This design comes from an exercise in tuning for small area, a short achievable clock period and few clock cycles on the open sky130 flow, not from production work. RTL that was checked went through simulation tests only; none was proved equivalent to the original. Power and IR drop assume default switching activity.

== JK ==
## lsu_top
module lsu_top (
    input  logic                 clk_i,
    input  logic                 rst_n_i,
    input  logic                 req_i,
    output logic                 ack_o,
    input  logic [32-1:0] inst_i,
    input  logic [32-1:0] rs1_i,
    input  logic [32-1:0] rs2_i,
    output logic                 wb_valid_o,
    output logic [32-1:0] wb_data_o,
    output logic                 fault_o
);
For scale: ~8200 cells after synthesis, about 2200 flip-flops, roughly 130 I/O pins, ~0.088 mm^2 of cells after synthesis.
clock: 5.0 ns
lec_check: 0
abc_area: 1
cap_margin: 20
core_margin: 2
core_utilization: 40
cts_cluster_diameter: 100
cts_cluster_size: 25
setup_slack_margin: 2.7
slew_margin: 45
run.sh (not shown) runs the stock make flow with config.mk's settings and CLKGATE_MAP_FILE= SYNTH_SCRIPT=/design/flow/synth_recipe.tcl, a recipe that flattens the netlist after the stock synthesis.
JK completed end to end with timing, DRC and antenna clean.
Testbench counts of JK, summed over its fixed seeds: cycles 32,000.
Inputs modified between JK and MS:
--- a/flow/config.mk
+++ b/flow/config.mk
@@ -14,2 +14,2 @@
 export SETUP_SLACK_MARGIN = 2.7
-export SLEW_MARGIN = 45
+export SLEW_MARGIN = 60
The setup slack of MS is smaller than that of JK.
There was hardly any difference in number of non-clock inverters between JK and MS.
Looking only at total CTS buffers, and setting everything else aside, the lower value of MS and JK goes to JK.
Delta (MS minus JK): cell area grew by 0.33%; number of cells upsized or downsized after cts decreased by 6.1% relative to the old numbers.
MS against JK: fmax decreased 0.55%, total length of routed met3 wires decreased 7.3%, relative contribution of the clock network to total power increased 0.3 points, utilization after layout essentially unchanged, count of routing violations after the opening detailed-route iteration decreased 113.
MS has non-clock buffer count above what JK had.
The following lists how AL was set up differently from MS:
--- a/flow/config.mk
+++ b/flow/config.mk
@@ -14,2 +14,2 @@
 export SETUP_SLACK_MARGIN = 2.7
-export SLEW_MARGIN = 60
+export SLEW_MARGIN = 75
Notes after the runs:
- The final reports for AL and MS show routed wire length lower in the former.
- Compared with MS, in AL maximum clock rate did not really move, worst setup slack went up.
- MS vs AL, class of the most critical hold timing path: reg2reg vs in2reg

---

## v20
The RTL this note starts from:
==> flow/design.v <==
package isa_pkg;
    typedef enum logic [6:0] {
        OP_LOAD  = 7'b0000011,
        OP_STORE = 7'b0100011
    } opcode_e;
    typedef enum logic [2:0] {
        F3_B  = 3'b000,
        F3_H  = 3'b001,
        F3_W  = 3'b010,
        F3_BU = 3'b100,
        F3_HU = 3'b101
    } funct3_e;
endpackage
package lsu_pkg;
    typedef enum logic [1:0] {
        SIZE_B = 2'd0,
        SIZE_H = 2'd1,
        SIZE_W = 2'd2
    } acc_size_e;
    typedef struct packed {
        logic                     is_load;
        logic                     is_signed;
        acc_size_e                size;
        logic [8-1:0] addr;
        logic [3:0]               wmask;
        logic [32-1:0]     wdata;
    } lsu_entry_t;
    typedef enum logic {
        ISSUE_IDLE = 1'b0,
        ISSUE_WAIT = 1'b1
    } issue_state_e;
endpackage
module lsu_top (
    input  logic                 clk_i,
    input  logic                 rst_n_i,
    input  logic                 req_i,
    output logic                 ack_o,
    input  logic [32-1:0] inst_i,
    input  logic [32-1:0] rs1_i,
    input  logic [32-1:0] rs2_i,
    output logic                 wb_valid_o,
    output logic [32-1:0] wb_data_o,
    output logic                 fault_o
);
    localparam int AW    = 8;
    localparam int WORDS = 2 ** (AW - 2);
    logic          ack_q;
    logic          fault_q;
    logic          ld_q;
    logic          st_q;
    logic [AW-1:0] addr_q;
    logic [2:0]    f3_q;
    logic [31:0]   rword_q;
    logic [31:0]   wdata_q;
    logic          wb_valid_q;
    logic [31:0]   wb_data_q;
    logic          is_load;
    logic          is_store;
    logic [2:0]    funct3;
    logic [AW-1:0] imm;
    logic          f3_ok;
    logic          aligned;
    logic          legal;
    logic          accept;
    assign is_load  = inst_i[6:0] == isa_pkg::OP_LOAD;
    assign is_store = inst_i[6:0] == isa_pkg::OP_STORE;
    assign funct3   = inst_i[14:12];
    assign imm = {inst_i[AW+19:25], inst_i[5] ? inst_i[11:7] : inst_i[24:20]};
    logic [AW-1:0] g;
    logic [AW-1:0] p;
    logic [AW-1:0] x;
    logic [1:0]    off;
    logic          c2;
    logic          c5;
    assign g   = rs1_i[AW-1:0] & imm;
    assign p   = rs1_i[AW-1:0] | imm;
    assign x   = rs1_i[AW-1:0] ^ imm;
    assign off = {x[1] ^ g[0], x[0]};
    assign c2  = g[1] | (p[1] & g[0]);
    assign c5  = g[4] | (p[4] & g[3]) | (p[4] & p[3] & g[2]) | (p[4] & p[3] & p[2] & c2);
    function automatic logic [7:0] onehot_sum(input logic [2:0] a, input logic [2:0] b,
                                              input logic c);
        logic [7:0] da;
        logic [7:0] db;
        logic [7:0] r;
        da = 8'b1 << a;
        db = 8'b1 << b;
        for (int k = 0; k < 8; k++) begin
            r[k] = 1'b0;
            for (int j = 0; j < 8; j++) begin
                r[k] = r[k] | (da[j] & db[(k - j) & 7]);
            end
        end
        onehot_sum = c ? {r[6:0], r[7]} : r;
    endfunction
    logic [7:0] lo_sel;
    logic [7:0] hi_sel;
    assign lo_sel = onehot_sum(rs1_i[4:2], imm[4:2], c2);
    assign hi_sel = onehot_sum(rs1_i[AW-1:5], imm[AW-1:5], c5);
    logic [AW-1:0] addr;
    always_comb begin
        addr[1:0] = off;
        addr[4:2] = '0;
        addr[7:5] = '0;
        for (int k = 0; k < 8; k++) begin
            if (lo_sel[k]) addr[4:2] = addr[4:2] | 3'(k);
            if (hi_sel[k]) addr[7:5] = addr[7:5] | 3'(k);
        end
    end
    always_comb begin
        case (funct3)
            3'b000, 3'b001, 3'b010: f3_ok = 1'b1;
            3'b100, 3'b101:         f3_ok = is_load;
            default:                f3_ok = 1'b0;
        endcase
        case (funct3[1:0])
            2'b01:   aligned = ~off[0];
            2'b10:   aligned = off == 2'b00;
            default: aligned = 1'b1;
        endcase
    end
    assign legal  = (is_load || is_store) && f3_ok && aligned;
    assign accept = req_i && !ack_q;
    logic [31:0] mem [WORDS];
    logic [31:0] grp [8];
    logic [31:0] rword;
    always_comb begin
        for (int h = 0; h < 8; h++) begin
            grp[h] = '0;
            for (int l = 0; l < 8; l++) begin
                grp[h] = grp[h] | (mem[h*8+l] & {32{lo_sel[l]}});
            end
        end
        rword = '0;
        for (int h = 0; h < 8; h++) begin
            rword = rword | (grp[h] & {32{hi_sel[h]}});
        end
    end
    always_ff @(posedge clk_i) begin
        if (!rst_n_i) begin
            ack_q      <= 1'b0;
            fault_q    <= 1'b0;
            ld_q       <= 1'b0;
            st_q       <= 1'b0;
            wb_valid_q <= 1'b0;
        end else begin
            ack_q      <= req_i;
            fault_q    <= accept && !legal;
            ld_q       <= accept && legal && is_load;
            st_q       <= accept && legal && is_store;
            wb_valid_q <= ld_q;
        end
    end
    always_ff @(posedge clk_i) begin
        rword_q <= rword;
        addr_q  <= addr;
        f3_q    <= funct3;
        wdata_q <= rs2_i;
    end
    logic [3:0]  wmask;
    logic [31:0] wdata;
    always_comb begin
        case (f3_q[1:0])
            2'b00: begin
                wmask = 4'b0001 << addr_q[1:0];
                wdata = {4{wdata_q[7:0]}};
            end
            2'b01: begin
                wmask = addr_q[1] ? 4'b1100 : 4'b0011;
                wdata = {2{wdata_q[15:0]}};
            end
            default: begin
                wmask = 4'b1111;
                wdata = wdata_q;
            end
        endcase
    end
    for (genvar w = 0; w < WORDS; w++) begin : g_word
        for (genvar b = 0; b < 4; b++) begin : g_byte
            logic we;
            assign we = st_q && addr_q[AW-1:2] == w && wmask[b];
            always_ff @(posedge clk_i) begin
                if (we) begin
                    mem[w][8*b +: 8] <= wdata[8*b +: 8];
                end
            end
        end
    end
    logic [7:0]  b0;
    logic [7:0]  b1;
    logic        sx;
    logic [31:0] ext;
    always_comb begin
        case (addr_q[1:0])
            2'd0:    b0 = rword_q[7:0];
            2'd1:    b0 = rword_q[15:8];
            2'd2:    b0 = rword_q[23:16];
            default: b0 = rword_q[31:24];
        endcase
        b1 = addr_q[1] ? rword_q[31:24] : rword_q[15:8];
        case (f3_q[1:0])
            2'b00: begin
                sx  = ~f3_q[2] & b0[7];
                ext = {{24{sx}}, b0};
            end
            2'b01: begin
                sx  = ~f3_q[2] & b1[7];
                ext = {{16{sx}}, b1, b0};
            end
            default: begin
                sx  = 1'b0;
                ext = rword_q;
            end
        endcase
    end
    always_ff @(posedge clk_i) begin
        wb_data_q <= ext;
    end
    assign ack_o      = ack_q;
    assign fault_o    = fault_q;
    assign wb_valid_o = wb_valid_q;
    assign wb_data_o  = wb_data_q;
endmodule
Settings: LEC_CHECK=0, CAP_MARGIN=20, CORE_MARGIN=2, CORE_UTILIZATION=40, SLEW_MARGIN=20; clock period 5.0 ns.
v20 | stages: all done | timing, DRC, antenna: all pass
#### Input delta (v27 over v20)
Settings: SETUP_SLACK_MARGIN: unset -> 2.0.
Findings:
- v27 ended with every stage complete and zero timing, DRC or antenna violations.
- Comparing v20 and v27, the lower share of the cycle needed by the critical path after routing was measured on v27.
- v20 → v27: total of clock buffers placed in the layout moved up; wire length moved up; total chip power moved down; share of flip-flops with an asynchronous set or reset after synthesis level.
- v20 reports its cell at the slowest stage of the critical path as or4_1 while v27 reports fa_4.
Function was not checked in any run of this note: the RTL went through the layout flow alone.

[afterwards: timing with drivers on the ports]
No port has a modelled driver above. Below, the same layouts with a new extraction and two added sets of constraints. Step 1: set_driving_cell puts a clkbuf_16 on clk_i and a buf_2 on each other input, an assumption about the parent block. Step 2 times the ports against the registers' clock, not the clock port: input delays grow and output delays shrink by t, the midpoint of the rising clock arrivals with the driver on. Three values: ideal ports, drivers, drivers and shift; two values: the first two.
run | t (ns) | slack for setup (ns) | worst data-port slew with drivers (ns)
JK | 0.875 | 2.671 / 2.575 / 1.993 | 0.05
MS | 0.889 | 2.658 / 2.561 / 2.004 | 0.05
AL | 0.871 | 2.663 / 2.567 / 1.951 | 0.05
v20 | 0.927 | 0.110 / 0.170 / -0.758 | 0.19
v27 | 0.931 | 0.421 / 0.474 / -0.457 | 0.16
With both steps, setup timing fails in v20 and v27, where it was met with ideal ports. The setup slack of v27, which loses most, moves by +0.053 ns with the drivers and by -0.878 ns with both steps.
